Context: an optimization exercise on an open-source flow, tuned for small area. The choices shown serve that exercise and are no tape-out recipe.
In this exercise RTL edits were held to simulation tests only and were not proved equivalent to the original.
Power is estimated from default activity; no workload was simulated.

== gamma ==
// cpu_periphs
module cpu_periphs #(
	parameter int C_AXI_ADDR_WIDTH = 6
) (
	input  logic                        S_AXI_ACLK,
	input  logic                        i_cpu_reset,
	input  logic                        S_AXI_AWVALID,
	output logic                        S_AXI_AWREADY,
	input  logic [C_AXI_ADDR_WIDTH-1:0] S_AXI_AWADDR,
	input  logic                        S_AXI_WVALID,
	output logic                        S_AXI_WREADY,
	input  logic [31:0]                 S_AXI_WDATA,
	input  logic [3:0]                  S_AXI_WSTRB,
	output logic                        S_AXI_BVALID,
	input  logic                        S_AXI_BREADY,
	output logic [1:0]                  S_AXI_BRESP,
	input  logic                        S_AXI_ARVALID,
	output logic                        S_AXI_ARREADY,
	input  logic [C_AXI_ADDR_WIDTH-1:0] S_AXI_ARADDR,
	output logic                        S_AXI_RVALID,
	input  logic                        S_AXI_RREADY,
	output logic [31:0]                 S_AXI_RDATA,
	output logic [1:0]                  S_AXI_RRESP,
	input  logic                        i_cpu_halted,
	input  logic                        i_cpu_opstall,
	input  logic                        i_cpu_pfstall,
	input  logic                        i_cpu_icount,
	input  logic                        i_ext_int,
	output logic                        o_interrupt,
	output logic                        o_watchdog_reset
);
Size: ~1300 cells after synthesis, ~12000 sq um of cells after synthesis.
clock: 6.0 ns
lec_check: 0
cap_margin: 20
core_margin: 2
core_utilization: 40
cts_buf_list: sky130_fd_sc_hd__clkbuf_8
cts_cluster_diameter: 50
cts_cluster_size: 20
slew_margin: 20
standard.sh (not shown) runs the stock make flow with config.mk's settings and CLKGATE_MAP_FILE= SYNTH_SCRIPT=/design/flow/synth_recipe.tcl, a recipe that flattens the netlist after the stock synthesis.
==> flow/flow/run.sh <==
#!/bin/bash
# Standard ORFS layout with two changes: synthesis maps logic with an
# area-oriented ABC script (flow/abc_area.script), and the port buffers
# are the smallest buffer cell. Registers and everything else as standard.
set -euo pipefail
rm -rf scripts_custom
cp -r "$FLOW_HOME/scripts" scripts_custom
cp flow/abc_area.script scripts_custom/abc_speed.script
bash standard.sh SCRIPTS_DIR="$PWD/scripts_custom" \
	"BUFFER_PORTS_ARGS=-buffer_cell sky130_fd_sc_hd__buf_1" finish > standard.log 2>&1
==> flow/flow/abc_area.script <==
&get -n
&st
&dc2
&dc2
&dc2
&st
&dc2
&dch -f
&nf -a -R 1000
&st
&dc2
&dch -f
&nf -a -R 1000
&st
&dc2
&dch -f
&nf -a -R 1000
&put
Edits applied to the flow inputs when going from gamma to epsilon:
# gamma
export LEC_CHECK = 0
export CAP_MARGIN = 20
export CORE_MARGIN = 2
export CORE_UTILIZATION = 40
export CTS_BUF_LIST = sky130_fd_sc_hd__clkbuf_8
export CTS_CLUSTER_DIAMETER = 50
export CTS_CLUSTER_SIZE = 20
export SLEW_MARGIN = 20
create_clock -name core_clock -period 6.0 [get_ports {S_AXI_ACLK}]
# epsilon
export LEC_CHECK = 0
export CAP_MARGIN = 20
export CORE_MARGIN = 2
export CORE_UTILIZATION = 70
export SLEW_MARGIN = 20
create_clock -name core_clock -period 6.0 [get_ports {S_AXI_ACLK}]
==> flow/flow/run.sh <==
#!/bin/bash
# Standard ORFS layout with three changes: synthesis maps logic with an
# area-oriented ABC script (flow/abc_area.script); the port buffers are the
# smallest buffer cell; and clock tree synthesis uses small clusters of
# clkbuf_4 without dummy loads. Registers and everything else as standard.
set -euo pipefail
rm -rf scripts_custom
cp -r "$FLOW_HOME/scripts" scripts_custom
cp flow/abc_area.script scripts_custom/abc_speed.script
bash standard.sh SCRIPTS_DIR="$PWD/scripts_custom" \
	"BUFFER_PORTS_ARGS=-buffer_cell sky130_fd_sc_hd__buf_1" \
	"CTS_ARGS=-sink_clustering_enable -repair_clock_nets -dont_use_dummy_load -sink_clustering_size 10 -sink_clustering_max_diameter 40 -buf_list sky130_fd_sc_hd__clkbuf_4" \
	finish > standard.log 2>&1
==> flow/flow/abc_area.script <==
&get -n
&st
&dc2
&dc2
&dc2
&st
&dc2
&dch -f
&nf -a -R 1000 -E 10
&st
&dc2
&dch -f
&nf -a -R 1000 -E 10
&st
&dc2
&dch -f
&nf -a -R 1000 -E 10
&put
## What came out
All of gamma and epsilon finish clean. Delta (epsilon minus gamma): cell area after synthesis lost 0.89%; final antenna diode count picked up an extra 1. Side by side, worst-margin pin slew turned out higher in epsilon than in gamma. Compare gamma and epsilon | clock network fraction of design power higher: gamma.

separate check: timing with driven ports:
The results above use ideal ports. As a check the final layouts listed here were re-extracted and re-timed, cells and wires unchanged.
Step 1 (the two cells are an assumption about what drives the block):
set clk [get_ports {S_AXI_ACLK}]
set_driving_cell -lib_cell sky130_fd_sc_hd__clkbuf_16 $clk
set_driving_cell -lib_cell sky130_fd_sc_hd__buf_2 [delete_from_list [all_inputs] $clk]
Step 2 also shifts input and output timing later by t, the mid clock arrival at the registers, as if the neighbouring blocks saw the same clock.
Slacks: ideal / step 1 / step 2; pairs: ideal / step 1.
| run | t (ns) | setup slack, ns | worst hold slack (ns) | worst setup path at the end | worst data-port slew with drivers (ns) |
|---|---|---|---|---|---|
| gamma | 0.599 | 1.364 / 1.366 / 0.789 | 0.433 / 0.433 / 0.433 | input to register | 0.04 |
| epsilon | 0.688 | 1.052 / 1.052 / 0.826 | 0.479 / 0.479 / 0.479 | input to register | 0.04 |
After both steps setup and hold are still met in every run listed. The setup slack of gamma, which loses most, moves by +0.002 ns with the drivers and by -0.575 ns with both steps.
